This design comes from an exercise in tuning for a short achievable clock period on the open sky130 flow, not from production work. Where RTL was checked, it was by simulation tests only, not by an equivalence proof against the original. Power and IR drop assume default switching activity.

== before ==
==> flow/design.v (excerpt) <==
module dmem_mmio #(
    parameter int          RAM_WORDS  = 64,
    parameter int          FIFO_DEPTH = 4,
    parameter logic [31:0] MMIO_BASE  = 32'hFFFF_0000
) (
    input  logic        clk,
    input  logic        reset,
    input  logic        memwrite,
    input  logic [31:0] addr,
    input  logic [31:0] writedata,
    output logic [31:0] readdata,
    output logic [7:0]  tx_data,
    output logic        tx_valid,
    input  logic        tx_ready,
    output logic        irq
);
    logic [31:0] r_ram [64];
    logic [31:0] r_count;
    logic [31:0] r_compare;
    logic        r_match;
    logic        r_ovf;
    logic        r_irq_en;
    logic        w_ram_hit;
    logic        w_mmio_hit;
    logic [5:0]  w_word;
    logic        w_wr_compare;
    logic        w_wr_status;
    logic        w_wr_tx;
    logic        w_wr_ctrl;
    logic        w_full;
    logic        w_empty;
    logic [31:0] w_status;
    logic [31:0] w_mm;
    assign w_ram_hit    = addr[31:8] == 24'd0;
    assign w_mmio_hit   = addr[31:8] == MMIO_BASE[31:8];
    assign w_word       = addr[7:2];
    assign w_wr_compare = memwrite & w_mmio_hit & (w_word == 6'd1);
    assign w_wr_status  = memwrite & w_mmio_hit & (w_word == 6'd2);
    assign w_wr_tx      = memwrite & w_mmio_hit & (w_word == 6'd3);
    assign w_wr_ctrl    = memwrite & w_mmio_hit & (w_word == 6'd4);
    logic [7:0] w_lo [32];
    logic [7:0] w_hi [8];
    for (genvar c = 0; c < 8; c++) begin : g_hi
        hidec u_hi (.a(addr[31:5]), .y(w_hi[c]));
    end
    for (genvar c = 0; c < 32; c++) begin : g_lo
        dec3 u_lo (.a(addr[4:2]), .y(w_lo[c]));
    end
    logic [3:0] w_pn;
    logic [3:0] w_s [4];
    for (genvar c = 0; c < 4; c++) begin : g_page
        pagen u_pn (.a(addr[31:5]), .y(w_pn[c]));
  ...
==> module pagen, before the edit <==
module pagen (
    input  logic [26:0] a,
    output logic        y
);
    assign y = ~((a[26:3] == 24'hFFFF00) & (a[2:0] == 3'd0));
endmodule
==> module mmsel2, before the edit <==
module mmsel2 (
    input  logic       pn,
    input  logic [1:0] s,
    input  logic [1:0] d,
    output logic       y
);
    assign y = ~pn & |(s & d);
endmodule
==> module mmsel3, before the edit <==
module mmsel3 (
    input  logic       pn,
    input  logic [2:0] s,
    input  logic [2:0] d,
    output logic       y
);
    assign y = ~pn & |(s & d);
endmodule
==> module mmsel4, before the edit <==
module mmsel4 (
    input  logic       pn,
    input  logic [3:0] s,
    input  logic [3:0] d,
    output logic       y
);
    assign y = ~pn & |(s & d);
endmodule
Settings: LEC_CHECK=0, ABC_CLOCK_PERIOD_IN_PS=1000, CAP_MARGIN=20, CORE_MARGIN=2, CORE_UTILIZATION=60, GPL_TIMING_DRIVEN=1, SETUP_SLACK_MARGIN=4.5, SLEW_MARGIN=20, SYNTH_HIERARCHICAL=1, SYNTH_MINIMUM_KEEP_SIZE=0, TNS_END_PERCENT=5; clock period 6.5 ns.
standard.sh (not shown) runs the stock make flow with config.mk's settings and CLKGATE_MAP_FILE= SYNTH_SCRIPT=/design/flow/synth_recipe.tcl, a recipe that flattens the netlist after the stock synthesis.
==> flow/flow/run.sh <==
#!/bin/bash
# Own flow: the standard layout (standard.sh, every step unchanged), with
# one extra step after placement: the readdata output buffers are moved next
# to the gates that drive them, and the addr input buffers to the centre of
# the cells they drive (flow/move_obuf.tcl), then legalized.
set -euo pipefail
bash standard.sh place > standard_place.log 2>&1
RES_DIR=$PWD/orfs/results/sky130hd/dmem_mmio/base openroad -no_init -exit flow/move_obuf.tcl > move_obuf.log 2>&1
bash standard.sh finish > standard_finish.log 2>&1
==> flow/flow/move_obuf.tcl <==
# Move each readdata output buffer from its pin to the cell that drives it,
# so the buffer (sized later by the flow's repair) drives the long wire to
# the pin instead of the small driving gate; and move each addr input buffer
# to the centre of the cells it drives. Then legalize.
set res $::env(RES_DIR)
read_db $res/3_place.odb
set blk [ord::get_db_block]
set moved 0
foreach bt [$blk getBTerms] {
  set name [$bt getName]
  if {[string match readdata* $name]} {
    set ob {}
    foreach it [[$bt getNet] getITerms] { set ob [$it getInst] }
    if {$ob eq {}} { continue }
    set drv {}
    foreach it [$ob getITerms] {
      if {[$it isInputSignal]} {
        foreach it2 [[$it getNet] getITerms] {
          if {[$it2 isOutputSignal]} { set drv [$it2 getInst] }
        }
      }
    }
    if {$drv eq {}} { continue }
    set b [$drv getBBox]
    $ob setLocation [$b xMin] [$b yMin]
    incr moved
  } elseif {[string match addr* $name]} {
    set ib {}
    foreach it [[$bt getNet] getITerms] { set ib [$it getInst] }
    if {$ib eq {}} { continue }
    set sx 0; set sy 0; set n 0
    foreach it [$ib getITerms] {
      if {[$it isOutputSignal]} {
        foreach it2 [[$it getNet] getITerms] {
          if {[$it2 isInputSignal]} {
            set b [[$it2 getInst] getBBox]
            set sx [expr {$sx + [$b xMin]}]; set sy [expr {$sy + [$b yMin]}]; incr n
          }
        }
      }
    }
    if {$n == 0} { continue }
    $ib setLocation [expr {$sx / $n}] [expr {$sy / $n}]
    incr moved
  }
}
puts "moved $moved port buffers"
detailed_placement
check_placement -verbose
write_db $res/3_place.odb
Both conditions hold for before: the flow ran to the end and the final layout passed the timing, DRC and antenna checks.
Relative to before, the following input files were edited for after:
-- flow/design.v --
<<< before, line 46
    output logic        y
);
    assign y = ~((a[26:3] == 24'hFFFF00) & (a[2:0] == 3'd0));
endmodule
module wsel (
>>> after, line 46
    output logic        y
);
    logic [3:0] o;
    logic [3:0] z;
    logic [1:0] ones;
    logic [1:0] zn;
    logic       zeros;
    for (genvar k = 0; k < 4; k++) begin : g_o
        nand4 u (.a(a[11+4*k]), .b(a[12+4*k]), .c(a[13+4*k]), .d(a[14+4*k]), .y(o[k]));
    end
    nor3 u_z0 (.a(a[0]), .b(a[1]),  .c(a[2]),  .y(z[0]));
    nor3 u_z1 (.a(a[3]), .b(a[4]),  .c(a[5]),  .y(z[1]));
    nor3 u_z2 (.a(a[6]), .b(a[7]),  .c(a[8]),  .y(z[2]));
    nor2 u_z3 (.a(a[9]), .b(a[10]), .y(z[3]));
    nor2  u_a  (.a(o[0]), .b(o[1]), .y(ones[0]));
    nor2  u_b  (.a(o[2]), .b(o[3]), .y(ones[1]));
    nand2 u_c  (.a(z[0]), .b(z[1]), .y(zn[0]));
    nand2 u_d  (.a(z[2]), .b(z[3]), .y(zn[1]));
    nor2  u_f  (.a(zn[0]), .b(zn[1]), .y(zeros));
    nand3 u_y  (.a(ones[0]), .b(ones[1]), .c(zeros), .y(y));
endmodule
module wsel (
<<< before, line 63
    output logic       y
);
    assign y = ~pn & |(s & d);
endmodule
module mmsel3 (
>>> after, line 80
    output logic       y
);
    logic n0;
    aoi22 u0 (.a1(s[0]), .a2(d[0]), .b1(s[1]), .b2(d[1]), .y(n0));
    nor2  u1 (.a(pn), .b(n0), .y(y));
endmodule
module mmsel3 (
<<< before, line 71
    output logic       y
);
    assign y = ~pn & |(s & d);
endmodule
module mmsel4 (
>>> after, line 90
    output logic       y
);
    logic n0, n1;
    aoi22 u0 (.a1(s[0]), .a2(d[0]), .b1(s[1]), .b2(d[1]), .y(n0));
    nand2 u1 (.a(s[2]), .b(d[2]), .y(n1));
    aoi21 u2 (.a1(n0), .a2(n1), .b(pn), .y(y));
endmodule
module mmsel4 (
<<< before, line 79
    output logic       y
);
    assign y = ~pn & |(s & d);
endmodule
module aoi22 (
>>> after, line 101
    output logic       y
);
    logic n0, n1;
    aoi22 u0 (.a1(s[0]), .a2(d[0]), .b1(s[1]), .b2(d[1]), .y(n0));
    aoi22 u1 (.a1(s[2]), .a2(d[2]), .b1(s[3]), .b2(d[3]), .y(n1));
    aoi21 u2 (.a1(n0), .a2(n1), .b(pn), .y(y));
endmodule
module aoi22 (
<<< before, line 110
);
    assign y = ~(a | b);
endmodule
module nand3 (
>>> after, line 135
);
    assign y = ~(a | b);
endmodule
module nand2 (
    input  logic a, b,
    output logic y
);
    assign y = ~(a & b);
endmodule
module aoi21 (
    input  logic a1, a2, b,
    output logic y
);
    assign y = ~((a1 & a2) | b);
endmodule
module nand3 (
## What came out
Status | before and after | clean
Taking before as the reference, in after die area has remained practically unchanged, share of total power in combinational logic rose 0.5 points, design area increased by 2.1% relative to the old numbers, met2 track demand over resource in global routing moved down.
After detailed routing, before needs less wire than after.
Setup slack on after is ahead of before.
Higher utilization was reported by after, not before.
Delta (after minus before): per-cell routed wire length went up by 1.3%, area growth from synthesis to final layout increased by 2.2 points relative to the old numbers.
Horizontal die dimension essentially unchanged between after and before.
From before to after the numbers moved as follows: number of sequential cells in the layout flat, power density relative to cell area -about 0.47%.

========
dmem_mmio with an RTL version that a note above also has.
Size in the first run: ~4500 cells after synthesis, about 110 I/O pins, ~0.088 mm^2 of cells after synthesis.
// dmem_mmio
module dmem_mmio #(
    parameter int          RAM_WORDS  = 64,
    parameter int          FIFO_DEPTH = 4,
    parameter logic [31:0] MMIO_BASE  = 32'hFFFF_0000
) (
    input  logic        clk,
    input  logic        reset,
    input  logic        memwrite,
    input  logic [31:0] addr,
    input  logic [31:0] writedata,
    output logic [31:0] readdata,
    output logic [7:0]  tx_data,
    output logic        tx_valid,
    input  logic        tx_ready,
    output logic        irq
);
    logic [31:0] r_ram [64];
    logic [31:0] r_count;
    logic [31:0] r_compare;
    logic        r_match;
    logic        r_ovf;
    logic        r_irq_en;
    logic        w_ram_hit;
    logic        w_mmio_hit;
    logic [5:0]  w_word;
    logic        w_wr_compare;
    logic        w_wr_status;
    logic        w_wr_tx;
    logic        w_wr_ctrl;
    logic        w_full;
    logic        w_empty;
    logic [31:0] w_status;
    logic [31:0] w_mm;
    assign w_ram_hit    = addr[31:8] == 24'd0;
  ...
==> module dmem_mmio, before the edit <==
module dmem_mmio #(
    parameter int          RAM_WORDS  = 64,
    parameter int          FIFO_DEPTH = 4,
    parameter logic [31:0] MMIO_BASE  = 32'hFFFF_0000
) (
    input  logic        clk,
    input  logic        reset,
    input  logic        memwrite,
    input  logic [31:0] addr,
    input  logic [31:0] writedata,
    output logic [31:0] readdata,
    output logic [7:0]  tx_data,
    output logic        tx_valid,
    input  logic        tx_ready,
    output logic        irq
);
    logic [31:0] r_ram [64];
    logic [31:0] r_count;
    logic [31:0] r_compare;
    logic        r_match;
    logic        r_ovf;
    logic        r_irq_en;
    logic        w_ram_hit;
    logic        w_mmio_hit;
    logic [5:0]  w_word;
    logic        w_wr_compare;
    logic        w_wr_status;
    logic        w_wr_tx;
    logic        w_wr_ctrl;
    logic        w_full;
    logic        w_empty;
    logic [31:0] w_status;
    logic [31:0] w_mm;
    assign w_ram_hit    = addr[31:8] == 24'd0;
    assign w_mmio_hit   = addr[31:8] == MMIO_BASE[31:8];
    assign w_word       = addr[7:2];
    assign w_wr_compare = memwrite & w_mmio_hit & (w_word == 6'd1);
    assign w_wr_status  = memwrite & w_mmio_hit & (w_word == 6'd2);
    assign w_wr_tx      = memwrite & w_mmio_hit & (w_word == 6'd3);
    assign w_wr_ctrl    = memwrite & w_mmio_hit & (w_word == 6'd4);
    logic [7:0] w_lo [32];
    logic [7:0] w_hi [8];
    for (genvar c = 0; c < 8; c++) begin : g_hi
        hidec u_hi (.a(addr[31:5]), .y(w_hi[c]));
    end
    for (genvar c = 0; c < 32; c++) begin : g_lo
        dec3 u_lo (.a(addr[4:2]), .y(w_lo[c]));
    end
    logic [3:0] w_pn;
    logic [3:0] w_s [4];
    for (genvar c = 0; c < 4; c++) begin : g_page
        pagen u_pn (.a(addr[31:5]), .y(w_pn[c]));
        wsel  u_ws (.a(addr[4:2]),  .s(w_s[c]));
    end
    mmsel4 u_mm0 (.pn(w_pn[0]), .s(w_s[0]), .d({r_irq_en, w_status[0], r_compare[0], r_count[0]}), .y(w_mm[0]));
    for (genvar b = 1; b < 4; b++) begin : g_mm3
        mmsel3 u_mm (.pn(w_pn[0]), .s(w_s[0][2:0]), .d({w_status[b], r_compare[b], r_count[b]}), .y(w_mm[b]));
    end
    for (genvar b = 4; b < 32; b++) begin : g_mm2
        mmsel2 u_mm (.pn(w_pn[b / 8]), .s(w_s[b / 8][1:0]), .d({r_compare[b], r_count[b]}), .y(w_mm[b]));
    end
    for (genvar b = 0; b < 32; b++) begin : g_bit
        logic [7:0] w_g;
        for (genvar h = 0; h < 8; h++) begin : g_grp
            sel8 u_sel (
                .s (w_lo[b]),
                .d ({r_ram[8*h+7][b], r_ram[8*h+6][b], r_ram[8*h+5][b], r_ram[8*h+4][b],
                     r_ram[8*h+3][b], r_ram[8*h+2][b], r_ram[8*h+1][b], r_ram[8*h+0][b]}),
                .y (w_g[h])
            );
        end
        sel8m u_top (.s(w_hi[b / 4]), .d(w_g), .m(w_mm[b]), .y(readdata[b]));
    end
    always_comb begin
        w_status           = '0;
        w_status[mmio_pkg::ST_MATCH] = r_match;
        w_status[mmio_pkg::ST_FULL]  = w_full;
        w_status[mmio_pkg::ST_EMPTY] = w_empty;
        w_status[mmio_pkg::ST_OVF]   = r_ovf;
    end
    always_ff @(posedge clk) begin
        if (memwrite & w_ram_hit) r_ram[w_word] <= writedata;
    end
    always_ff @(posedge clk or negedge reset) begin
        if (!reset) begin
            r_count   <= '0;
            r_compare <= mmio_pkg::COMPARE_RST;
            r_match   <= 1'b0;
            r_ovf     <= 1'b0;
            r_irq_en  <= 1'b0;
        end else begin
            r_count <= r_count + 32'd1;
            if (w_wr_compare) r_compare <= writedata;
            r_match <= (r_count == r_compare) | (r_match & ~(w_wr_status & writedata[mmio_pkg::ST_MATCH]));
            r_ovf   <= (w_wr_tx & w_full) | (r_ovf & ~(w_wr_status & writedata[mmio_pkg::ST_OVF]));
            if (w_wr_ctrl) r_irq_en <= writedata[0];
        end
    end
    sync_fifo #(.W(8), .DEPTH(FIFO_DEPTH)) u_fifo (
        .clk   (clk),
        .reset (reset),
        .push  (w_wr_tx & ~w_full),
        .pop   (tx_ready),
        .din   (writedata[7:0]),
        .dout  (tx_data),
        .full  (w_full),
        .empty (w_empty)
    );
    assign tx_valid = ~w_empty;
    assign irq      = r_match & r_irq_en;
endmodule
clock: 6.5 ns
lec_check: 0
abc_clock_period_in_ps: 1000
cap_margin: 20
core_margin: 2
core_utilization: 60
gpl_timing_driven: 1
setup_slack_margin: 4.5
slew_margin: 20
synth_hierarchical: 1
synth_minimum_keep_size: 0
tns_end_percent: 5
==> flow/flow/run.sh <==
#!/bin/bash
# Own flow: the standard layout (standard.sh, every step unchanged), with
# one extra step after placement: the readdata output buffers are moved next
# to the gates that drive them (flow/move_obuf.tcl), then legalized.
set -euo pipefail
bash standard.sh place > standard_place.log 2>&1
RES_DIR=$PWD/orfs/results/sky130hd/dmem_mmio/base openroad -no_init -exit flow/move_obuf.tcl > move_obuf.log 2>&1
bash standard.sh finish > standard_finish.log 2>&1
==> flow/flow/move_obuf.tcl <==
# Move each readdata output buffer from its pin to the cell that drives it,
# so the buffer (sized later by the flow's repair) drives the long wire to
# the pin instead of the small driving gate. Then legalize.
set res $::env(RES_DIR)
read_db $res/3_place.odb
set blk [ord::get_db_block]
set moved 0
foreach bt [$blk getBTerms] {
  if {![string match readdata* [$bt getName]]} { continue }
  set ob {}
  foreach it [[$bt getNet] getITerms] { set ob [$it getInst] }
  if {$ob eq {}} { continue }
  set drv {}
  foreach it [$ob getITerms] {
    if {[$it isInputSignal]} {
      foreach it2 [[$it getNet] getITerms] {
        if {[$it2 isOutputSignal]} { set drv [$it2 getInst] }
      }
    }
  }
  if {$drv eq {}} { continue }
  set b [$drv getBBox]
  $ob setLocation [$b xMin] [$b yMin]
  incr moved
}
puts "moved $moved output buffers"
detailed_placement
check_placement -verbose
write_db $res/3_place.odb
Edit:
--- a/flow/design.v
+++ b/flow/design.v
@@ -268,18 +268,18 @@
     assign w_mmio_hit   = addr[31:8] == MMIO_BASE[31:8];
     assign w_word       = addr[7:2];
     assign w_wr_compare = memwrite & w_mmio_hit & (w_word == 6'd1);
     assign w_wr_status  = memwrite & w_mmio_hit & (w_word == 6'd2);
     assign w_wr_tx      = memwrite & w_mmio_hit & (w_word == 6'd3);
     assign w_wr_ctrl    = memwrite & w_mmio_hit & (w_word == 6'd4);
-    logic [7:0] w_lo [32];
+    logic [7:0] w_lo [64];
     logic [7:0] w_hi [8];
     for (genvar c = 0; c < 8; c++) begin : g_hi
         hidec u_hi (.a(addr[31:5]), .y(w_hi[c]));
     end
-    for (genvar c = 0; c < 32; c++) begin : g_lo
+    for (genvar c = 0; c < 64; c++) begin : g_lo
         dec3 u_lo (.a(addr[4:2]), .y(w_lo[c]));
     end
     logic [3:0] w_pn;
     logic [3:0] w_s [4];
     for (genvar c = 0; c < 4; c++) begin : g_page
         pagen u_pn (.a(addr[31:5]), .y(w_pn[c]));
@@ -293,13 +293,13 @@
         mmsel2 u_mm (.pn(w_pn[b / 8]), .s(w_s[b / 8][1:0]), .d({r_compare[b], r_count[b]}), .y(w_mm[b]));
     end
     for (genvar b = 0; b < 32; b++) begin : g_bit
         logic [7:0] w_g;
         for (genvar h = 0; h < 8; h++) begin : g_grp
             sel8 u_sel (
-                .s (w_lo[b]),
+                .s (w_lo[2 * b + h / 4]),
                 .d ({r_ram[8*h+7][b], r_ram[8*h+6][b], r_ram[8*h+5][b], r_ram[8*h+4][b],
                      r_ram[8*h+3][b], r_ram[8*h+2][b], r_ram[8*h+1][b], r_ram[8*h+0][b]}),
                 .y (w_g[h])
             );
         end
         sel8m u_top (.s(w_hi[b / 4]), .d(w_g), .m(w_mm[b]), .y(readdata[b]));
- count of clock-buffer cells in the layout decreases by 10
- utilization decreases by 0.73 points
- power rises by 1.6%
- cell count is higher by about 2.6%
- sequential share of layout area is lower by 0.96 points
- worst setup slack gets worse by 200 ps
- sequential power barely changes
- via count grows by about 1.1%
- global-route usage is lower by 2.5 points
- synthesized cell count rises by 5.7%
The RTL of the second run of this note was laid out without a check of its function.

port drivers added, routing unchanged:
The flow's constraints put no driver on any port. The routed layouts listed below were extracted and timed again, unchanged, in two steps.
Step 1 assumes that a clkbuf_16 drives the clock port and a buf_2 every other input.
Step 2 adds t to the input delays and takes it off the output delays; t is the mean of the earliest and latest rising clock arrival at the registers after step 1. Input paths then give back, and output paths get back, about the clock's delay inside the block.
a / b / c = ideal / step 1 / step 2; a / b = the first two.
run	t, ns	setup WS [ns]	worst setup path at the end
before	0.935	1.966 / 1.471 / 1.471	input to output
after	0.918	1.982 / 1.370 / 1.370	input to output
the first run of note 2	0.923	1.989 / 1.402 / 1.402	input to output
the second run of note 2	0.905	1.794 / 1.353 / 1.353	input to output
After both steps every run listed still meets setup and hold. The setup slack of after, which loses most, moves by -0.612 ns with the drivers and by -0.612 ns with both steps.
